What follows belongs to an exercise in optimizing a design on an open flow for small area and a short achievable clock period; a production flow would make more cautious choices.
Function was not checked in any run shown here: the RTL went through the layout flow alone.
Power is estimated from default activity; no workload was simulated.

===== flow/flow/run.sh =====
#!/bin/bash
# Standard ORFS layout, with the smallest buffer on every port instead of
# the one buffer_ports picks by itself.
set -euo pipefail
export BUFFER_PORTS_ARGS="-buffer_cell sky130_fd_sc_hd__buf_1"
bash standard.sh > standard.log 2>&1

===== flow/standard.sh =====
#!/bin/bash
# synth_recipe.tcl (not shown) runs the flow's synth.tcl, then flattens the netlist and writes it again
# the make line also repeats each setting of config.mk as NAME=value (left out here)
make -C /OpenROAD-flow-scripts/flow DESIGN_CONFIG=/design/flow/config.mk WORK_HOME=/design/flow/orfs CLKGATE_MAP_FILE= SYNTH_SCRIPT=/design/flow/synth_recipe.tcl "${@:-finish}"

===== flow/config.mk =====
export PLATFORM = sky130hd
export DESIGN_NAME = sync_event_ctrl
export DESIGN_NICKNAME = sync_event_ctrl
export VERILOG_FILES = /design/flow/design.v
export SDC_FILE = /design/flow/constraint.sdc
export NUM_CORES = 4
export LEC_CHECK = 0
export CAP_MARGIN = 20
export CORE_MARGIN = 2
export CORE_UTILIZATION = 50
export CTS_CLUSTER_DIAMETER = 80
export CTS_CLUSTER_SIZE = 20
export PLACE_DENSITY = 0.7
export SETUP_SLACK_MARGIN = 2.5
export SLEW_MARGIN = 20
export TNS_END_PERCENT = 10

===== flow/constraint.sdc =====
create_clock -name core_clock -period 5.5 [get_ports {clk}]
set_input_delay 1.1000 -clock core_clock [delete_from_list [all_inputs] [get_ports {clk}]]
set_output_delay 1.1000 -clock core_clock [all_outputs]
set_load 0.01 [all_outputs]

===== flow/design.v =====
`timescale 1ns/1ps
package sync_pkg;
	typedef logic [64-1:0]  data_word_t;
	typedef logic [8-1:0]  ctrl_byte_t;
	typedef logic [64-1:0]  time_t;
	typedef logic [4-1:0] port_mask_t;  
	typedef enum logic [8-1:0] {
		CTRL_SOF  = 8'hFF,
		CTRL_BODY = 8'h00,
		CTRL_EOF  = 8'h01
	} ctrl_code_t;
	typedef enum logic [1:0] {
		RX_IDLE,
		RX_WAIT_SOF,
		RX_BODY,
		RX_DONE
	} rx_state_t;
	typedef enum logic {
		TX_IDLE,
		TX_SEND
	} tx_state_t;
endpackage
`timescale 1ns/1ps
module sync_event_ctrl (
	input  logic                                  clk,
	input  logic                                  rst,
	input  logic                                  master_mode,
	input  logic                                  slave_mode,
	input  logic [4-1:0]               sync_rx_valid,
	input  logic [16-1:0]       sync_interval,
	input  logic [16-1:0]        sync_timeout,
	input  logic [32-1:0]          link_delay,
	input  logic [64-1:0]                sync_data,
	input  logic [8-1:0]                sync_ctrl,
	input  logic [4-1:0]               sync_wr,
	input  logic [4-1:0]               udp_rdy,
	output wire  [4*64-1:0]   udp_data,
	output wire  [4*8-1:0]   udp_ctrl,
	output wire  [4-1:0]               udp_wr,
	output logic [4-1:0]               sync_rdy,
	output logic [64-1:0]                local_clk_counter,
	output logic [64-1:0]                global_time,
	output logic                                  sync_state
);
	localparam logic [79:0] PORT_ID = 80'h0000_FF05_2345_6789_ABCD;
	localparam logic [47:0] MAC_DST = 48'h011B_1900_0000;
	localparam logic [47:0] MAC_SRC = 48'h3C97_0E0F_6857;
	localparam logic [63:0] NEG_K   = 64'd0 - 64'd5536;
	logic        m;
	assign m = master_mode;
	logic        m_q;
	logic        s_q;
	logic [32:0] ld_k;   
	always_ff @(posedge clk) begin
		m_q  <= master_mode;
		s_q  <= slave_mode;
		ld_k <= 33'(link_delay) + 33'(64'd5536);
	end
	logic [6:0]                      us_cnt;
	logic                            us_wrap;
	logic [16-1:0] interval_cnt;
	logic [16-1:0]  timeout_cnt;
	logic                            sync_tick;
	logic                            rx_done;
	assign us_wrap = (us_cnt == 7'(125 - 1));
	always_ff @(posedge clk or posedge rst) begin
		if (rst) begin
			us_cnt       <= '0;
			interval_cnt <= '0;
			sync_tick    <= 1'b0;
		end else begin
			us_cnt <= us_wrap ? '0 : us_cnt + 1'b1;
			if (interval_cnt == sync_interval) begin
				interval_cnt <= '0;
				sync_tick    <= 1'b1;
			end else begin
				sync_tick <= 1'b0;
				if (us_wrap)
					interval_cnt <= interval_cnt + 1'b1;
			end
		end
	end
	always_ff @(posedge clk or posedge rst) begin
		if (rst)
			timeout_cnt <= '0;
		else if (rx_done || m)
			timeout_cnt <= '0;
		else if (slave_mode && sync_tick && timeout_cnt != sync_timeout)
			timeout_cnt <= timeout_cnt + 1'b1;
	end
	always_ff @(posedge clk or posedge rst) begin
		if (rst)
			sync_state <= 1'b0;
		else
			sync_state <= m || (slave_mode && (timeout_cnt < sync_timeout));
	end
	logic [4-1:0] ingress_port;
	logic [4-1:0] lowest_valid;
	logic                    grant_ok;
	logic                    rs_wait;    
	logic [8:1]              rs_body;    
	logic                    rs_done;
	logic                    rs_idle;
	logic                    rx_busy;
	logic                    word_valid;
	logic                    sof_hit;
	logic                    last_word;
	logic [2:1]              fwd;        
	logic [8:0]              tx_pos;     
	logic                    tx_busy;
	assign word_valid = |sync_wr;
	assign rx_busy    = (|rs_body) || rs_done;
	assign rs_idle    = !rs_wait && !rx_busy;
	assign sof_hit    = rs_wait && word_valid && (sync_ctrl == 8'hFF);
	assign last_word  = rs_body[8] && word_valid;
	assign rx_done    = rs_done;
	assign lowest_valid = sync_rx_valid & (~sync_rx_valid + 1'b1);
	assign grant_ok = slave_mode && !m && !rx_busy && !tx_busy &&
		(sync_rdy == '0) && (sync_rx_valid != '0);
	always_ff @(posedge clk or posedge rst) begin
		if (rst) begin
			sync_rdy     <= '0;
			ingress_port <= '0;
		end else if (grant_ok) begin
			sync_rdy     <= lowest_valid;
			ingress_port <= lowest_valid;
		end else if (last_word) begin
			sync_rdy <= '0;
		end
	end
	always_ff @(posedge clk or posedge rst) begin
		if (rst) begin
			rs_wait <= 1'b0;
			rs_body <= '0;
			rs_done <= 1'b0;
			fwd     <= '0;
		end else begin
			rs_wait    <= !m && (rs_idle || (rs_wait && !sof_hit));
			rs_body[1] <= !m && (sof_hit || (rs_body[1] && !word_valid));
			for (int k = 2; k <= 8; k++)
				rs_body[k] <= !m && (word_valid ? rs_body[k-1] : rs_body[k]);
			rs_done    <= !m && last_word;
			fwd        <= {fwd[1], rs_body[4] && word_valid};
		end
	end
	logic [63:0] corr;
	logic [3:1]  rev;        
	logic [16:0] sum1;       
	logic [17:0] sum2;       
	logic [30:0] sum3;       
	logic        ones47;     
	logic        zero47;     
	logic        cy16;
	logic        cy33;
	assign rev  = tx_pos[2:0];
	logic [16:0] sum1w;
	logic [16:0] sum1r;
	assign sum1w = 17'(sync_data[31:16]) + 17'(ld_k[15:0]);
	assign sum1r = 17'(corr[15:0]) + 17'(NEG_K[15:0]);
	assign sum1  = rev[1] ? sum1r : sum1w;
	logic [18:0] sum2c;
	assign sum2c = {1'b0, corr[32:16], cy16} + {1'b0, rev[2] ? NEG_K[32:16] : ld_k[32:16], cy16};
	assign sum2  = sum2c[18:1];
	always_comb begin
		logic        inc, dec;
		logic [14:0] x;
		logic [15:0] y;
		logic        yi, yd;
		inc = !rev[3] && cy33;
		dec = rev[3] && !cy33;
		x = corr[47:33];
		y = corr[63:48];
		yi = inc && ones47;
		yd = dec && zero47;
		for (int i = 0; i < 15; i++)
			sum3[i] = x[i] ^ ((inc && (i == 0 || &(x | ~(15'h7FFF >> (15-i))))) ||
				(dec && (i == 0 || ~|(x & (15'h7FFF >> (15-i))))));
		for (int i = 0; i < 16; i++)
			sum3[15+i] = y[i] ^ ((yi && (i == 0 || &(y | ~(16'hFFFF >> (16-i))))) ||
				(yd && (i == 0 || ~|(y & (16'hFFFF >> (16-i))))));
	end
	always_ff @(posedge clk) begin
		cy16   <= sum1[16];
		cy33   <= sum2[17];
		ones47 <= &corr[47:33];
		zero47 <= ~|corr[47:33];
	end
	logic [63:0] hdr;
	logic [47:0] mac_dst;
	logic [47:0] mac_src;
	logic [79:0] origin;
	logic [47:0] trailer;
	logic        m_start;
	assign m_start = sync_tick && m && !tx_busy;
	always_ff @(posedge clk) begin
		if (m_q ? m_start : sof_hit)
			hdr <= m_q ? local_clk_counter : sync_data;
		if (rs_body[1] && word_valid) begin
			mac_dst         <= sync_data[63:16];
			mac_src[47:32]  <= sync_data[15:0];
		end
		if (rs_body[2] && word_valid)
			mac_src[31:0] <= sync_data[63:32];
		if (rs_body[3] && word_valid)
			corr[63:48] <= sync_data[15:0];
		if (rs_body[4] && word_valid)
			corr[47:16] <= sync_data[63:32];
		if ((rs_body[4] && word_valid) || rev[1])
			corr[15:0] <= sum1[15:0];
		if (fwd[1] || rev[2])
			corr[32:16] <= sum2[16:0];
		if (fwd[2] || rev[3])
			corr[63:33] <= sum3;
		if (rs_body[7] && word_valid)
			origin[79:16] <= sync_data;
		if (rs_body[8] && word_valid) begin
			origin[15:0] <= sync_data[63:48];
			trailer      <= sync_data[47:0];
		end
	end
	logic [63:0] od;
	logic [63:0] cnt_inc;
	logic [7:1]  cnt_ones;   
	logic [7:0]  cnt_up;     
	logic [16:0] ts0;
	logic [22:0] ts1;
	logic [22:0] ts1d;
	logic [27:0] ts2c;
	logic        c16_q;
	logic        c38_q;
	assign ts0  = 17'(corr[15:0]) + 17'(sync_data[63:48]);
	assign ts1  = 23'(corr[37:16]) + 23'(origin[37:16]);
	assign ts1d = 23'(corr[37:16]) + 23'(sync_data[21:0]);
	assign ts2c = {1'b0, corr[63:38], c38_q} + {1'b0, origin[63:38], c38_q};
	always_ff @(posedge clk) begin
		c16_q <= ts0[16];
		c38_q <= (rs_body[7] && word_valid) ? ts1d[22] : ts1[22];
	end
	assign cnt_up = {cnt_ones, 1'b1};
	always_comb begin
		for (int k = 0; k < 8; k++)
			for (int i = 0; i < 8; i++)
				cnt_inc[8*k+i] = local_clk_counter[8*k+i] ^
					(cnt_up[k] && (i == 0 || &(local_clk_counter[8*k +: 8] | ~(8'hFF >> (8-i)))));
	end
	always_ff @(posedge clk or posedge rst) begin
		if (rst) begin
			local_clk_counter <= '0;
			cnt_ones          <= '0;
		end else begin
			local_clk_counter <= cnt_inc;
			for (int k = 1; k < 8; k++)
				cnt_ones[k] <= &((local_clk_counter ^ 64'd1) | ~((64'd1 << (8*k)) - 64'd1));
		end
	end
	logic [47:0] hi_a;
	logic        hi_c;
	logic [47:0] hi_n;
	logic [12:0] lo_n;
	assign hi_a = rx_done ? od[63:16] : global_time[63:16];
	assign hi_c = rx_done ? c16_q : &global_time[15:3];
	assign lo_n = global_time[15:3] + 1'b1;
	always_comb begin
		logic [5:0] grp;
		logic [5:0] up;
		for (int k = 0; k < 6; k++)
			grp[k] = &hi_a[8*k +: 8];
		for (int k = 0; k < 6; k++)
			up[k] = hi_c && &(grp | ~((6'd1 << k) - 6'd1));
		for (int k = 0; k < 6; k++)
			for (int i = 0; i < 8; i++)
				hi_n[8*k+i] = hi_a[8*k+i] ^
					(up[k] && (i == 0 || &(hi_a[8*k +: 8] | ~(8'hFF >> (8-i)))));
	end
	always_ff @(posedge clk or posedge rst) begin
		if (rst)
			global_time <= '0;
		else if (rx_done)
			global_time <= {hi_n, od[15:0]};
		else
			global_time[63:3] <= {hi_n, lo_n};
	end
	logic        start;
	logic [63:0] w [0:8];
	logic [63:0] tx_data;
	logic [4-1:0] oc_sof;
	logic [4-1:0] oc_end;
	logic [4-1:0] ow;
	assign start   = rx_done || m_start;
	assign tx_busy = |tx_pos;
	always_ff @(posedge clk or posedge rst) begin
		if (rst)
			tx_pos <= '0;
		else
			tx_pos <= {tx_pos[7:0], start};
	end
	assign w[0] = hdr;
	assign w[1] = m_q ? {MAC_DST, MAC_SRC[47:32]} : {mac_dst, mac_src[47:32]};
	assign w[2] = {m_q ? MAC_SRC[31:0] : mac_src[31:0], 16'h88F7, 12'h000, 4'h2};
	assign w[3] = {16'h002C, 8'h00, 8'h00, 16'h0000, m_q ? 16'h0 : corr[63:48]};
	assign w[4] = {m_q ? 48'h0 : corr[47:0], 16'h0000};
	assign w[5] = {16'h0000, PORT_ID[79:32]};
	assign w[6] = {PORT_ID[31:0], 16'h0000, 8'h00, 8'h7F};
	assign w[7] = m_q ? {16'h0, hdr[60:13]} : origin[79:16];
	assign w[8] = m_q ? {hdr[12:0], 3'b000, 48'h0} : {origin[15:0], trailer};
	always_comb begin
		tx_data = '0;
		for (int k = 0; k <= 8; k++)
			tx_data = tx_data | ({64{tx_pos[k]}} & w[k]);
	end
	always_ff @(posedge clk) begin
		od     <= tx_busy ? tx_data : {ts2c[26:1], ts1[21:0], ts0[15:0]};
		oc_sof <= {4{tx_pos[0]}} & udp_rdy;
		oc_end <= {4{tx_pos[0] || tx_pos[8]}} & udp_rdy;
	end
	always_ff @(posedge clk or posedge rst) begin
		if (rst)
			ow <= '0;
		else
			for (int p = 0; p < 4; p++)
				ow[p] <= tx_busy && udp_rdy[p] && (m_q || (s_q && !ingress_port[p]));
	end
	for (genvar p = 0; p < 4; p++) begin : g_port
		assign udp_data[p*64 +: 64] = od;
		assign udp_ctrl[p*8 +: 8] = {{7{oc_sof[p]}}, oc_end[p]};
		assign udp_wr[p] = ow[p];
	end
endmodule

==> results.toml, run 1 <==
[route]
via_count = 27700
finalWirelength_mm = 122
first_pass_iters = 9
wire_per_inst_um = 26.9
vias_per_cell = 6.09
drt-initial-drc-count = 3988
postRouteAntennaNets = 0
drc = 0

[place]
gp_congestion = 1.00
dpl.hpwl_mm = 90.8
io_buffers = 576
dpl_cell_area_mm2 = 0.0371
post-place-cells = 4428

[cts]
htreeDepth = 2
post_cts_hold_buffer_count = 0
path_clk_slew_ps = 90
cts_tree = "built"
clkSinkCount = 674
numCtsBuffers = 44
cts_buffer_depth = 3
clk_latency_ps = 630
cts_root_buffer = "clkbuf_16"

[floorplanning]
initial_core_util_pct = 50.6
die_h_um = 270
fp.dieArea_mm2 = 0.0731
placeableCoreArea_mm2 = 0.0701
die-width_um = 270
rows = 97
io_pins = 577

[yosys]
ys_seq_area_share_pct = 50.9
synth-main-ff-cell = "edfxtp_1"
syn_avg_cell_area_um2 = 11.1
synth_seq_cells = 674
synthArstFlopShare_pct = 31.0
synth_area_leaders = "edfxtp_1, dfrtp_1, dfxtp_1"
synthCells = 3209
synth_area_leader_cell = "edfxtp_1"
syn_area_mm2 = 0.0355
synth_cell_types = 79
synthesis.nets = 3524
synth_edf_count = 352
synth_commonest_cells = "edfxtp_1, nand2_1, buf_4"
ys.warnings.count = 2
netlist.area_leader.share_pct = 29.8
yosysMostFrequentCell = "edfxtp_1"

[global_route]
grtUsageTotal_pct = 32.3
grt_pass1_wl_mm = 174
grt_pass1_vias = 25000
grt_overflow = 0
antenna_found_initial = 3
grt_max_degree = 140

[power_and_ir_drop]
power_mw = 9.73
vdd_drop_max_mv = 0.196
p_leak_nw = 14.9
pwr_density_cell_mw_per_mm2 = 249

[worst_setup_path]
arrival_ps = 3530
cp_max_fo = 3
critical_path_required_ps = 5900
critPathKind = "flop to flop"
worstSetupStartpointType = "flop"
end_kind = "flop"

[hold_path]
hold_class = "flop to flop"

[cells_and_area]
antenna_cells = 0
layout-drive-gt1-share_pct = 10.9
area_growth_pct = 10.4
final_area_mm2 = 0.0392
fin_nets = 3884
final_cells = 4545

[sta]
fin_setup_tns_ps = 0
finalCritPeriodShare_pct = 56.9
slew_violations = 0
finalSetupViolations = 0
fin_skew_ps = 33.8
worstMarginPinSlew_ps = 1160
rsz0062_at_grt = "yes"
finalHoldViolations = 0
hold_ws_ps = 451
max_clock_freq_ghz = 0.320
slew_headroom_pct = 22.7
final.min_clock_period_ps = 3130

[run]
drv_cap = 0

[run_status]
status = "no timing/DRC/antenna violations"
[metal layers]
layer  track usage, %  part of all wire (%)
met4             15.9                   5.8
met2             50.5                    45
met1             43.0                    38
met3             6.47                    10
met5                0                 0.030
[flip-flops by register name, summed over array words and instances, names as in the netlist, 16 cells and up]
register	flops
corr	64
local_clk_counter	64
hdr	64
mac_dst	48
origin	80
interval_cnt	16
trailer	48
global_time	64
od	64
mac_src	48
ld_k	33
timeout_cnt	16
[report_power, final]
group          leakage, nW  internal [mW]  switching (mW)
logic                 7.27          0.279           0.447
clock network        0.694           1.71            1.84
registers             6.89           5.37          0.0937
total                 14.9           7.36            2.38
[critical path, cell delays in order (launching register included)]
cell	delay [ps]
edfxtp_1	450
fa_2	430
a211oi_1	240
nor2_1	110
a311o_1	390
a32o_2	280
a21o_1	230
o21ai_0	150
nand2b_1	80
xnor2_1	310
o221ai_1	230
[stage by stage]
step / util, % / setup WS (ps)
floorplan: - / 1690
global placement: 52.9 / 1600
detailed placement: 52.9 / 1560
CTS: 55.2 / 2430
global route: 55.8 / 2320
finish: 55.8 / 2370
[final timing paths]
path | from | slack [ps] | endpoint | cells after the start
setup / recovery | corr[38]$_DFFE_PP_ | 2370 | od[55]$_DFF_P_ | 10
hold / removal | fwd[1]$_DFF_PP0_ | 450 | fwd[2]$_DFF_PP0_ | 0
setup reg to reg | corr[38]$_DFFE_PP_ | 2370 | od[55]$_DFF_P_ | 10
hold reg to reg | fwd[1]$_DFF_PP0_ | 450 | fwd[2]$_DFF_PP0_ | 0
max in group asynchronous | rst | 3920 | global_time[54]$_DFF_PP0_ | 4
min in group asynchronous | rst | 630 | timeout_cnt[10]$_DFFE_PP0P_ | 3
[kinds of logic (layout without fill, tap and decap cells)]
family / count (synthesis) / count (layout) / share of synthesized area [%]
AOI/OAI and AO/OA: 693 / 693 / 13.0
xor gates and xnor gates: 289 / 289 / 7.14
adders and majority gates: 163 / 163 / 5.86
buffers and inverters: 411 / 807 / 6.69
DFF: 674 / 674 / 50.9
muxes: 160 / 160 / 4.95
and+or+nand+nor: 819 / 819 / 11.5
[layout make-up]
cell class / count / area (um^2)
fillers: 6075 / 31000
flip-flops and latches: 674 / 18100
multi-input cells: 2124 / 15400
repair buffers: 655 / 2840
clock buffers: 67 / 1240
well taps: 940 / 1180
inverters: 70 / 267
clock inverters: 15 / 189
[cells in the final DEF (no fill, tap or decap), drive strengths merged, types with 9 or more instances in the layout]
cell / instances
nand3: 91
or3: 18
a222oi: 31
a21o: 44
a31oi: 15
or2: 28
buf: 648
nor4: 19
mux2i: 38
a22oi: 44
and3: 47
nor2: 154
o21bai: 10
o21ai: 198
nand2b: 17
a221oi: 50
o211ai: 20
nand3b: 14
o221ai: 17
xor2: 126
clkbuf: 74
o31ai: 11
ha: 158
a21oi: 149
dfxtp: 113
a22o: 11
a31o: 11
nand2: 261
dfrtp: 209
nor2b: 36
and2: 15
xnor2: 163
inv: 79
nor3: 41
o21a: 23
mux2: 122
a211oi: 9
edfxtp: 352
nand4: 54
[repair_timing]
action,CTS,global route
buffers inserted,14,21
pin swaps,5,30
endpoints found under the setup margin,50,139
gates resized for setup,21,76
==> run 2, diff against run 1 <==
--- a/flow/design.v
+++ b/flow/design.v
@@ -104,4 +104,6 @@
 	logic                    rx_busy;
 	logic                    word_valid;
+	logic                    word_in;    
+	logic                    sof_in;
 	logic                    sof_hit;
 	logic                    last_word;
@@ -110,8 +112,10 @@
 	logic                    tx_busy;
 	assign word_valid = |sync_wr;
+	assign word_in    = |(sync_wr & sync_rdy);
+	assign sof_in     = rs_wait && word_in && (sync_ctrl == 8'hFF);
 	assign rx_busy    = (|rs_body) || rs_done;
 	assign rs_idle    = !rs_wait && !rx_busy;
 	assign sof_hit    = rs_wait && word_valid && (sync_ctrl == 8'hFF);
-	assign last_word  = rs_body[8] && word_valid;
+	assign last_word  = rs_body[8] && word_in;
 	assign rx_done    = rs_done;
 	assign lowest_valid = sync_rx_valid & (~sync_rx_valid + 1'b1);
@@ -136,10 +140,10 @@
 			fwd     <= '0;
 		end else begin
-			rs_wait    <= !m && (rs_idle || (rs_wait && !sof_hit));
-			rs_body[1] <= !m && (sof_hit || (rs_body[1] && !word_valid));
+			rs_wait    <= !m && (rs_idle || (rs_wait && !sof_in));
+			rs_body[1] <= !m && (sof_in || (rs_body[1] && !word_in));
 			for (int k = 2; k <= 8; k++)
-				rs_body[k] <= !m && (word_valid ? rs_body[k-1] : rs_body[k]);
+				rs_body[k] <= !m && (word_in ? rs_body[k-1] : rs_body[k]);
 			rs_done    <= !m && last_word;
-			fwd        <= {fwd[1], rs_body[4] && word_valid};
+			fwd        <= {fwd[1], rs_body[4] && word_in};
 		end
 	end
@@ -219,6 +223,8 @@
 		end
 	end
+	logic [63:0] rx_time;
 	logic [63:0] od;
 	logic [63:0] cnt_inc;
+	logic [60:0] gt_inc;
 	logic [7:1]  cnt_ones;   
 	logic [7:0]  cnt_up;     
@@ -227,4 +233,5 @@
 	logic [22:0] ts1d;
 	logic [27:0] ts2c;
+	logic [47:0] ts_hi;
 	logic        c16_q;
 	logic        c38_q;
@@ -235,6 +242,21 @@
 	always_ff @(posedge clk) begin
 		c16_q <= ts0[16];
-		c38_q <= (rs_body[7] && word_valid) ? ts1d[22] : ts1[22];
+		c38_q <= (rs_body[7] && word_in) ? ts1d[22] : ts1[22];
 	end
+	always_comb begin
+		logic [5:0] grp;
+		logic [5:0] up;
+		logic [47:0] t;
+		t = od[63:16];
+		for (int k = 0; k < 6; k++)
+			grp[k] = &t[8*k +: 8];
+		for (int k = 0; k < 6; k++)
+			up[k] = c16_q && &(grp | ~((6'd1 << k) - 6'd1));
+		for (int k = 0; k < 6; k++)
+			for (int i = 0; i < 8; i++)
+				ts_hi[8*k+i] = t[8*k+i] ^
+					(up[k] && (i == 0 || &(t[8*k +: 8] | ~(8'hFF >> (8-i)))));
+	end
+	assign rx_time = {ts_hi, od[15:0]};
 	assign cnt_up = {cnt_ones, 1'b1};
 	always_comb begin
@@ -254,22 +276,18 @@
 		end
 	end
-	logic [47:0] hi_a;
-	logic        hi_c;
-	logic [47:0] hi_n;
-	logic [12:0] lo_n;
-	assign hi_a = rx_done ? od[63:16] : global_time[63:16];
-	assign hi_c = rx_done ? c16_q : &global_time[15:3];
-	assign lo_n = global_time[15:3] + 1'b1;
 	always_comb begin
-		logic [5:0] grp;
-		logic [5:0] up;
-		for (int k = 0; k < 6; k++)
-			grp[k] = &hi_a[8*k +: 8];
-		for (int k = 0; k < 6; k++)
-			up[k] = hi_c && &(grp | ~((6'd1 << k) - 6'd1));
-		for (int k = 0; k < 6; k++)
+		logic [7:0] grp;
+		logic [7:0] up;
+		logic [63:0] t;
+		t = {3'b000, global_time[63:3]};
+		for (int k = 0; k < 8; k++)
+			grp[k] = &t[8*k +: 8];
+		for (int k = 0; k < 8; k++)
+			up[k] = &(grp | ~((8'd1 << k) - 8'd1));
+		for (int k = 0; k < 8; k++)
 			for (int i = 0; i < 8; i++)
-				hi_n[8*k+i] = hi_a[8*k+i] ^
-					(up[k] && (i == 0 || &(hi_a[8*k +: 8] | ~(8'hFF >> (8-i)))));
+				if (8*k+i < 61)
+					gt_inc[8*k+i] = t[8*k+i] ^
+						(up[k] && (i == 0 || &(t[8*k +: 8] | ~(8'hFF >> (8-i)))));
 	end
 	always_ff @(posedge clk or posedge rst) begin
@@ -277,7 +295,7 @@
 			global_time <= '0;
 		else if (rx_done)
-			global_time <= {hi_n, od[15:0]};
+			global_time <= rx_time;
 		else
-			global_time[63:3] <= {hi_n, lo_n};
+			global_time[63:3] <= gt_inc;
 	end
 	logic        start;
--- a/flow/config.mk
+++ b/flow/config.mk
@@ -14,3 +14,3 @@
 export SETUP_SLACK_MARGIN = 2.5
 export SLEW_MARGIN = 20
-export TNS_END_PERCENT = 10
+export TNS_END_PERCENT = 30
==> run 2 against run 1 <==
Clock power up 3%; highest routed layer unchanged; cell area increased by 2.4%; clock skew down 0.87 ps; worst setup slack improved by 47 ps; critical path type unchanged.
==> results.toml, run 2 <==
[run_status]
status = "no timing/DRC/antenna violations"

[place]
dpl.hpwl_mm = 91.4
post-place-cells = 4518
dpl_cell_area_mm2 = 0.0374
io_buffers = 576
gp_congestion = 1.02
dp_slack_ps = 1310

[route]
vias_per_cell = 6.06
postRouteAntennaNets = 0
via_count = 28300
first_pass_iters = 7
drc = 0
wire_per_inst_um = 26.9
finalWirelength_mm = 126
drt-initial-drc-count = 3628

[floorplanning]
placeableCoreArea_mm2 = 0.0712
initial_core_util_pct = 50.3
io_pins = 577
die_h_um = 272
rows = 98
fp.dieArea_mm2 = 0.0738
die-width_um = 272

[worst_setup_path]
critPathKind = "flop to flop"
path_cells = "buf_4 > fa_1 > a21o_1 > a21oi_2 > o31ai_2 > a211oi_2 > buf_4 > nor2_1 > nor2_1 > xor2_1 > o221ai_1"
path_buf_inv = 2
slowest_delay_ps = 480
worstSetupStartpointType = "flop"
crit_slowest_cell = "edfxtp_1"
end_kind = "flop"
arrival_ps = 3540
critical_path_required_ps = 5960
cp_max_fo = 3
path_delay_family = "compound AO/OA/AOI/OAI gates"

[yosys]
synthArstFlopShare_pct = 31.0
syn_avg_cell_area_um2 = 10.9
synth_area_leader_cell = "edfxtp_1"
synth_edf_count = 352
synth-main-ff-cell = "edfxtp_1"
synth_seq_cells = 674
synthesis.nets = 3624
ys.warnings.count = 2
synth_commonest_cells = "edfxtp_1, nand2_1, buf_4"
synth_cell_types = 74
syn_area_mm2 = 0.0358
netlist.area_leader.share_pct = 29.5
synth_area_leaders = "edfxtp_1, dfrtp_1, dfxtp_1"
yosysMostFrequentCell = "edfxtp_1"
ys_seq_area_share_pct = 50.4
synthCells = 3300

[cts]
path_clk_slew_ps = 90
numCtsBuffers = 45
cts_buffer_depth = 3
htreeDepth = 2
cts_root_buffer = "clkbuf_16"
clkSinkCount = 674
clk_latency_ps = 630
cts_tree = "built"
post_cts_hold_buffer_count = 0

[sta]
final.min_clock_period_ps = 3080
fin_setup_tns_ps = 0
rsz0062_at_grt = "yes"
fin_ws_ps = 2420
slew_headroom_pct = 22.1
max_clock_freq_ghz = 0.325
finalHoldViolations = 0
slew_violations = 0
fin_skew_ps = 32.9
worstMarginPinSlew_ps = 1170
finalSetupViolations = 0
finalCritPeriodShare_pct = 56.0

[power_and_ir_drop]
power_frac_seq_pct = 55.3
pwr_density_cell_mw_per_mm2 = 246
power.share.clock_pct = 36.9
share_comb_of_total_power_pct = 7.8
cellInternalPower_mw = 7.45
p_switching_mw = 2.44
swShare_pct = 24.7
vdd_drop_max_mv = 0.205
p_leak_nw = 15.4

[cells_and_area]
fill_cells = 6128
final_common_cell = "buf_1"
fin_nets = 4002
final_cells = 4667
top_register = "origin"
post-route-util_pct = 56.3
final_area_mm2 = 0.0401
layout-drive-gt1-share_pct = 11.9
area_growth_pct = 12.0
largest_register_ffs = 80
final_cell_mix = "buf_1, edfxtp_1, nand2_1, dfrtp_1, nor2_1"

[global_route]
grt_overflow = 0
grt_pass1_vias = 26100
grt_max_degree = 124
antenna_found_initial = 2
grtUsageTotal_pct = 33.0
grt_pass1_wl_mm = 179

[hold_path]
hold_class = "flop to flop"

[run]
drv_cap = 0
[run 2: power by group through the flow]
| stage | registers [mW] | clock network [mW] | logic (mW) |
|---|---|---|---|
| floorplan | 5.52 | 0 | 0.489 |
| global placement | 5.58 | 0 | 0.707 |
| detailed placement | 5.58 | 0 | 0.714 |
| CTS | 5.46 | 3.69 | 0.752 |
| global route | 5.47 | 3.87 | 0.840 |
| finish | 5.46 | 3.65 | 0.772 |
[run 2: worst paths after layout]
kind	from	endpoint	slack (ps)	depth (start not counted)
max	corr[38]$_DFFE_PP_	od[57]$_DFF_P_	2420	11
min in group asynchronous	rst	local_clk_counter[48]$_DFF_PP0_	610	2
min reg2reg	us_cnt[0]$_DFF_PP0_	us_cnt[0]$_DFF_PP0_	480	1
min	us_cnt[0]$_DFF_PP0_	us_cnt[0]$_DFF_PP0_	480	1
max reg2reg	corr[38]$_DFFE_PP_	od[57]$_DFF_P_	2420	11
max in group asynchronous	rst	local_clk_counter[44]$_DFF_PP0_	3650	3
[run 2: what timing repair did]
item	CTS	global route
gates resized for setup	89	72
setup buffers	37	26
setup endpoints to repair	67	85
pin swaps	32	44
[run 2: metrics by stage]
| step | hold WS (ps) | power [mW] |
|---|---|---|
| global route | 519 | 10.2 |
| finish | 484 | 9.89 |
| global placement | 471 | 6.28 |
| floorplan | 352 | 6.01 |
| CTS | 491 | 9.90 |
| detailed placement | 474 | 6.29 |
[run 2: metal layers]
layer	share of wire, %	vias to the layer above	global-route usage [%]
met2	44	1782	50.3
met5	0.018	-	0
met1	38	13600	42.8
li1	-	12600	-
met3	12	324	9.12
met4	6.3	4	17.5
[run 2: cells by family after synthesis]
logic type	Yosys count	share of synthesized area [%]
adders and majority gates	172	6.11
DFF	674	50.4
AOI/OAI and AO/OA	668	12.4
and+or+nand+nor	899	12.2
xor gates and xnor gates	328	8.02
buffers and inverters	424	6.71
muxes	135	4.19
[run 2: area by class of cell]
| class | instances | area, um^2 | area share, % |
|---|---|---|---|
| Sequential cell | 674 | 18100 | 45.1 |
| Tap cell | 950 | 1190 | 2.96 |
| Clock buffer | 68 | 1250 | 3.13 |
| Inverter | 82 | 312 | 0.777 |
| Antenna cell | 2 | 5.00 | 0.0125 |
| Clock inverter | 16 | 234 | 0.583 |
| Multi-Input combinational cell | 2202 | 16000 | 39.9 |
| Timing Repair Buffer | 673 | 3020 | 7.52 |

[re-timing with driven ports]
Ports are ideal in the flow. The routed layouts listed here were re-timed in OpenROAD. Step 1, drivers: a clkbuf_16 drives clk and a buf_2 each remaining input, both assumed. Step 2 times the ports against the registers' clock, not the clock port: input delays grow and output delays shrink by t, the midpoint of the rising clock arrivals with the driver on. Slacks: ideal ports / drivers / drivers and shift; pairs: ideal ports / drivers.
| run | t (ns) | setup WS [ns] | worst setup path after step 2 |
|---|---|---|---|
| run 1 | 0.668 | 2.372 / 2.372 / 1.846 | input to register |
| run 2 | 0.669 | 2.419 / 2.419 / 1.820 | input to register |
After both steps every run listed still meets setup and hold. The setup slack of run 2, which loses most, moves by 0.000 ns with the drivers and by -0.599 ns with both steps.
